Background: an optimization exercise with open tools, aiming at small area, a short achievable clock period and few clock cycles. Do not read the settings as production practice. At most, simulation tests tie the RTL to the original design; equivalence was not proved. Power and IR drop assume default switching activity.

== run 1 ==
## rbt_send_top
module rbt_send_top (
    input  logic                       clk,
    input  logic                       rst,
    input  logic [64-1:0]     s_tdata,
    input  logic [8-1:0]     s_tkeep,
    input  logic                       s_tvalid,
    output logic                       s_tready,
    input  logic                       s_tlast,
    input  logic [16-1:0]     s_tuser,
    output logic [64-1:0]     m_tdata,
    output logic [8-1:0]     m_tkeep,
    output logic                       m_tvalid,
    input  logic                       m_tready,
    output logic                       m_tlast,
    output logic [16-1:0]     m_tuser,
    input  logic [16-1:0] csr_wr_addr,
    input  logic [32-1:0] csr_wr_data,
    input  logic                       csr_wr_en,
    output logic                       csr_wr_ack,
    input  logic [16-1:0] csr_rd_addr,
    input  logic                       csr_rd_en,
    output logic [32-1:0] csr_rd_data,
    output logic                       csr_rd_ack
);
    localparam int ROWS = 32 - 2;
    localparam int W = 64 + 8 + 1 + 16;
    localparam int SEQ_LO = 8 + 1 + 16 + 16;
    localparam int TLAST_B = 16;
    localparam int NFLOW = 16;
    localparam int HMAX = 3;
  ...
For scale: about 7700 cells after synthesis, roughly 3400 flip-flops.
export LEC_CHECK = 0
export ABC_CLOCK_PERIOD_IN_PS = 2500
export CAP_MARGIN = 20
export CORE_MARGIN = 2
export CORE_UTILIZATION = 58
export CTS_CLUSTER_DIAMETER = 150
export CTS_CLUSTER_SIZE = 20
export SETUP_SLACK_MARGIN = 3.2
export SLEW_MARGIN = 20
create_clock -name core_clock -period 5.5 [get_ports {clk}]
run.sh (not shown) runs the stock make flow with config.mk's settings and CLKGATE_MAP_FILE= SYNTH_SCRIPT=/design/flow/synth_recipe.tcl, a recipe that flattens the netlist after the stock synthesis.
Looking at the reports, run 1 completed the entire flow and the layout it produced met the timing, DRC and antenna checks.
Testbench counts of run 1, summed over its fixed seeds: cycles 16,423.
The following lists how run 2 was set up differently from run 1:
Settings: CTS_CLUSTER_SIZE now 25, was 20; CORE_UTILIZATION now 55, was 58; CTS_CLUSTER_DIAMETER now 100, was 150; SETUP_SLACK_MARGIN now 3.0, was 3.2.
==> summary.txt <==
Run 2 vs run 1, sequential share of layout area went up by 1.5 points.
Against run 1, run 2 comes in 3.0 points lower on global routing usage summed across all routing layers.
Having completed the whole flow, run 2 delivered a layout that passed the timing, DRC and antenna checks.
No stage failed in run 1, and the final checks on the layout all came back clean.
Run 2 vs run 1, clock-pin transition on the worst setup and hold timing paths went up by 0.02 ns.
Diff run 2..run 1 | fmax | negligible
[run 2] number of DRC violations after detailed-routing iteration 0 fell about 1.4% relative to run 1
Area of the core region is higher on run 2
Here is what was changed in the inputs of run 3 compared with run 2.
Settings: CORE_UTILIZATION: 55 -> 58; CTS_CLUSTER_DIAMETER: 100 -> 150; CTS_CLUSTER_SIZE: 25 -> 20; SETUP_SLACK_MARGIN: 3.0 -> 3.15.
==> summary.txt <==
Of run 3 and run 2, run 3 shows the higher relative contribution of combinational cells to total power, with run 2 below it. For the routed length on met3, run 3 came in about 0.55% higher than run 2 did. Run 2 went all the way through synthesis, placement and routing and the layout is clean on timing, DRC and antenna. Run 3 finished every step from synthesis to the final layout, and the layout passed the timing, DRC and antenna checks. As of run 3, global-route wire length before repair had risen slightly compared to run 2. Start-to-end type of the worst setup path = reg2out: run 3; start-to-end type of the worst setup path = reg2reg: run 2. Clock-buffer cell count (lower): run 2.
[inputs] run 4 vs run 3
Settings: CORE_UTILIZATION changed from 58 to 55; SETUP_SLACK_MARGIN changed from 3.15 to 3.1.
Findings:
On layout overhead on the synthesized area, the higher figure sits with run 3, not run 4.
Delta (run 4 minus run 3): clock input transition at the sequential cells of the worst setup and hold paths was more or less identical, cell area was more or less identical.
m_tdata[42] as the critical path endpoint was reported by run 3, and m_tdata[32] by run 4.


## trial 46
rbt_send_top, a different RTL version from the one above (not shown whole).
Size in the first run: roughly 7500 cells after synthesis, about 3400 flip-flops, ~280 I/O pins, ~0.12 sq mm of cells after synthesis.
Settings: LEC_CHECK=0, ABC_CLOCK_PERIOD_IN_PS=2500, CAP_MARGIN=20, CORE_MARGIN=2, CORE_UTILIZATION=50, CTS_CLUSTER_DIAMETER=100, CTS_CLUSTER_SIZE=25, PLACE_DENSITY=0.72, SETUP_SLACK_MARGIN=3.0, SLEW_MARGIN=20; clock period 5.5 ns.
The inputs of build 71 differ from those of trial 46 as listed below.
Settings: removing PLACE_DENSITY (formerly 0.72); changing CORE_UTILIZATION from 50 to 55.
Results
Build 71: no failed stages, no open violations at the end
Side by side, power turned out higher in build 71 than in trial 46.
In build 71 the area added between synthesis and finish turned out 0.52 points lower than in trial 46.
Compared with trial 46, build 71 shows a lower number of fill cells in the layout.
Per the comparison of build 71 with trial 46, combinational power went down about 2%; final area went down about 0.47%; row count went down 8.
Build 71: logic depth of the worst register-to-register path higher than trial 46
Build 71 vs trial 46 on post-layout worst setup margin: build 71 is the higher one.
Comparing build 71 against trial 46, there is no change at all in compound-cell area share of the yosys netlist.
Via-per-instance ratio: lower on trial 46
In the flow results for trial 46 and build 71, the sequential share of layout area is larger on build 71.
Function was not checked in any run of this note: the RTL went through the layout flow alone.


rbt_send_top, a different RTL version from the one above (not shown whole).
Size: roughly 7600 cells after synthesis, ~280 I/O pins, ~120000 µm² of cells after synthesis.
## rbt_send_top
module rbt_send_top (
    input  logic                       clk,
    input  logic                       rst,
    input  logic [64-1:0]     s_tdata,
    input  logic [8-1:0]     s_tkeep,
    input  logic                       s_tvalid,
    output logic                       s_tready,
    input  logic                       s_tlast,
    input  logic [16-1:0]     s_tuser,
    output logic [64-1:0]     m_tdata,
    output logic [8-1:0]     m_tkeep,
    output logic                       m_tvalid,
    input  logic                       m_tready,
    output logic                       m_tlast,
    output logic [16-1:0]     m_tuser,
    input  logic [16-1:0] csr_wr_addr,
    input  logic [32-1:0] csr_wr_data,
    input  logic                       csr_wr_en,
    output logic                       csr_wr_ack,
    input  logic [16-1:0] csr_rd_addr,
    input  logic                       csr_rd_en,
    output logic [32-1:0] csr_rd_data,
    output logic                       csr_rd_ack
);
clock: 5.5 ns
lec_check: 0
abc_clock_period_in_ps: 2500
cap_margin: 20
core_margin: 2
core_utilization: 55
cts_cluster_diameter: 80
cts_cluster_size: 30
setup_slack_margin: 3.0
slew_margin: 20
Then changed:
CTS_CLUSTER_DIAMETER = 100   (was 80)
CTS_CLUSTER_SIZE = 25   (was 30)
After rerunning:
- routed wire length stays flat
- global-route usage is lower by 0.20 points
- sequential power barely changes
- final area is about the same
- clock power drops by a few percent
- utilization hardly moves
- register-to-register slack is about the same
Function was not checked in any run of this note: the RTL went through the layout flow alone.


rbt_send_top, a different RTL version from the one above (not shown whole).
Size in the first run: about 3400 flip-flops, roughly 280 I/O pins.
Design rbt_send_top, start of the top module:
module rbt_send_top (
    input  logic                       clk,
    input  logic                       rst,
    input  logic [64-1:0]     s_tdata,
    input  logic [8-1:0]     s_tkeep,
    input  logic                       s_tvalid,
    output logic                       s_tready,
    input  logic                       s_tlast,
    input  logic [16-1:0]     s_tuser,
    output logic [64-1:0]     m_tdata,
    output logic [8-1:0]     m_tkeep,
    output logic                       m_tvalid,
    input  logic                       m_tready,
    output logic                       m_tlast,
    output logic [16-1:0]     m_tuser,
    input  logic [16-1:0] csr_wr_addr,
    input  logic [32-1:0] csr_wr_data,
    input  logic                       csr_wr_en,
    output logic                       csr_wr_ack,
    input  logic [16-1:0] csr_rd_addr,
    input  logic                       csr_rd_en,
    output logic [32-1:0] csr_rd_data,
    output logic                       csr_rd_ack
);
    localparam int ROWS = 32 - 2;
    localparam int W = 64 + 8 + 1 + 16;
  ...
export LEC_CHECK = 0
export ABC_CLOCK_PERIOD_IN_PS = 2500
export CAP_MARGIN = 20
export CORE_MARGIN = 2
export CORE_UTILIZATION = 55
export CTS_CLUSTER_DIAMETER = 100
export CTS_CLUSTER_SIZE = 25
export SETUP_SLACK_MARGIN = 3.3
export SLEW_MARGIN = 20
create_clock -name core_clock -period 5.5 [get_ports {clk}]
The baseline went through all stages and came out clean.
==> next run, changes <==
SETUP_SLACK_MARGIN = 3.0   (was 3.3)
Setup slack degrades by 0.029 ns.
Utilization went down by 1.8 points.
First-iteration DRC count went down by 11%.
Routed wire length went down by 4.4%.
Synthesized cell count stays the same.
Cell area went down by 2.9%.
Clock power barely changes.
Combinational power went down by 16%.
Power went down by 1.2%.
Cell count went down by 1.6%.
No functional check of the RTL was part of any run of this note.

-- afterwards: timing with drivers on the ports --
The flow's constraints put no driver on any port. The routed layouts listed below were extracted and timed again, unchanged, in two steps.
Step 1 (the two cells are an assumption about what drives the block):
set clk [get_ports {clk}]
set_driving_cell -lib_cell sky130_fd_sc_hd__clkbuf_16 $clk
set_driving_cell -lib_cell sky130_fd_sc_hd__buf_2 [delete_from_list [all_inputs] $clk]
Step 2 also shifts input and output timing later by t, the mid clock arrival at the registers, as if the neighbouring blocks saw the same clock.
Slacks: ideal / step 1 / step 2; pairs: ideal / step 1.
| run | t (ns) | setup WS [ns] | worst hold slack (ns) | latest minus earliest clock arrival (ns) | pins driven straight from the clock port |
|---|---|---|---|---|---|
| run 1 | 0.968 | 2.955 / 2.863 / 2.261 | 0.452 / 0.452 / 0.452 | 0.035 / 0.035 | 1 |
| run 2 | 0.968 | 2.957 / 2.859 / 2.139 | 0.450 / 0.450 / 0.450 | 0.043 / 0.043 | 1 |
| run 3 | 0.973 | 3.010 / 2.914 / 2.231 | 0.447 / 0.447 / 0.447 | 0.045 / 0.046 | 1 |
| run 4 | 0.990 | 2.960 / 2.854 / 2.191 | 0.455 / 0.455 / 0.455 | 0.040 / 0.040 | 1 |
| trial 46 | 0.965 | 2.873 / 2.848 / 1.911 | 0.458 / 0.458 / 0.458 | 0.056 / 0.055 | 1 |
| build 71 | 0.969 | 2.929 / 2.827 / 1.907 | 0.458 / 0.458 / 0.458 | 0.034 / 0.034 | 1 |
| the first run of note 3 | 0.946 | 2.882 / 2.781 / 2.145 | 0.449 / 0.449 / 0.449 | 0.055 / 0.054 | 1 |
| the second run of note 3 | 0.985 | 2.914 / 2.809 / 2.126 | 0.455 / 0.455 / 0.455 | 0.048 / 0.048 | 1 |
| the first run of note 4 | 0.967 | 2.975 / 2.888 / 2.433 | 0.463 / 0.463 / 0.463 | 0.048 / 0.048 | 1 |
| the second run of note 4 | 0.960 | 2.946 / 2.853 / 2.101 | 0.450 / 0.450 / 0.450 | 0.043 / 0.044 | 1 |
After both steps every run listed still meets setup and hold. For build 71, which loses most, drivers alone change the setup slack by -0.102 ns; drivers and shift together by -1.022 ns.
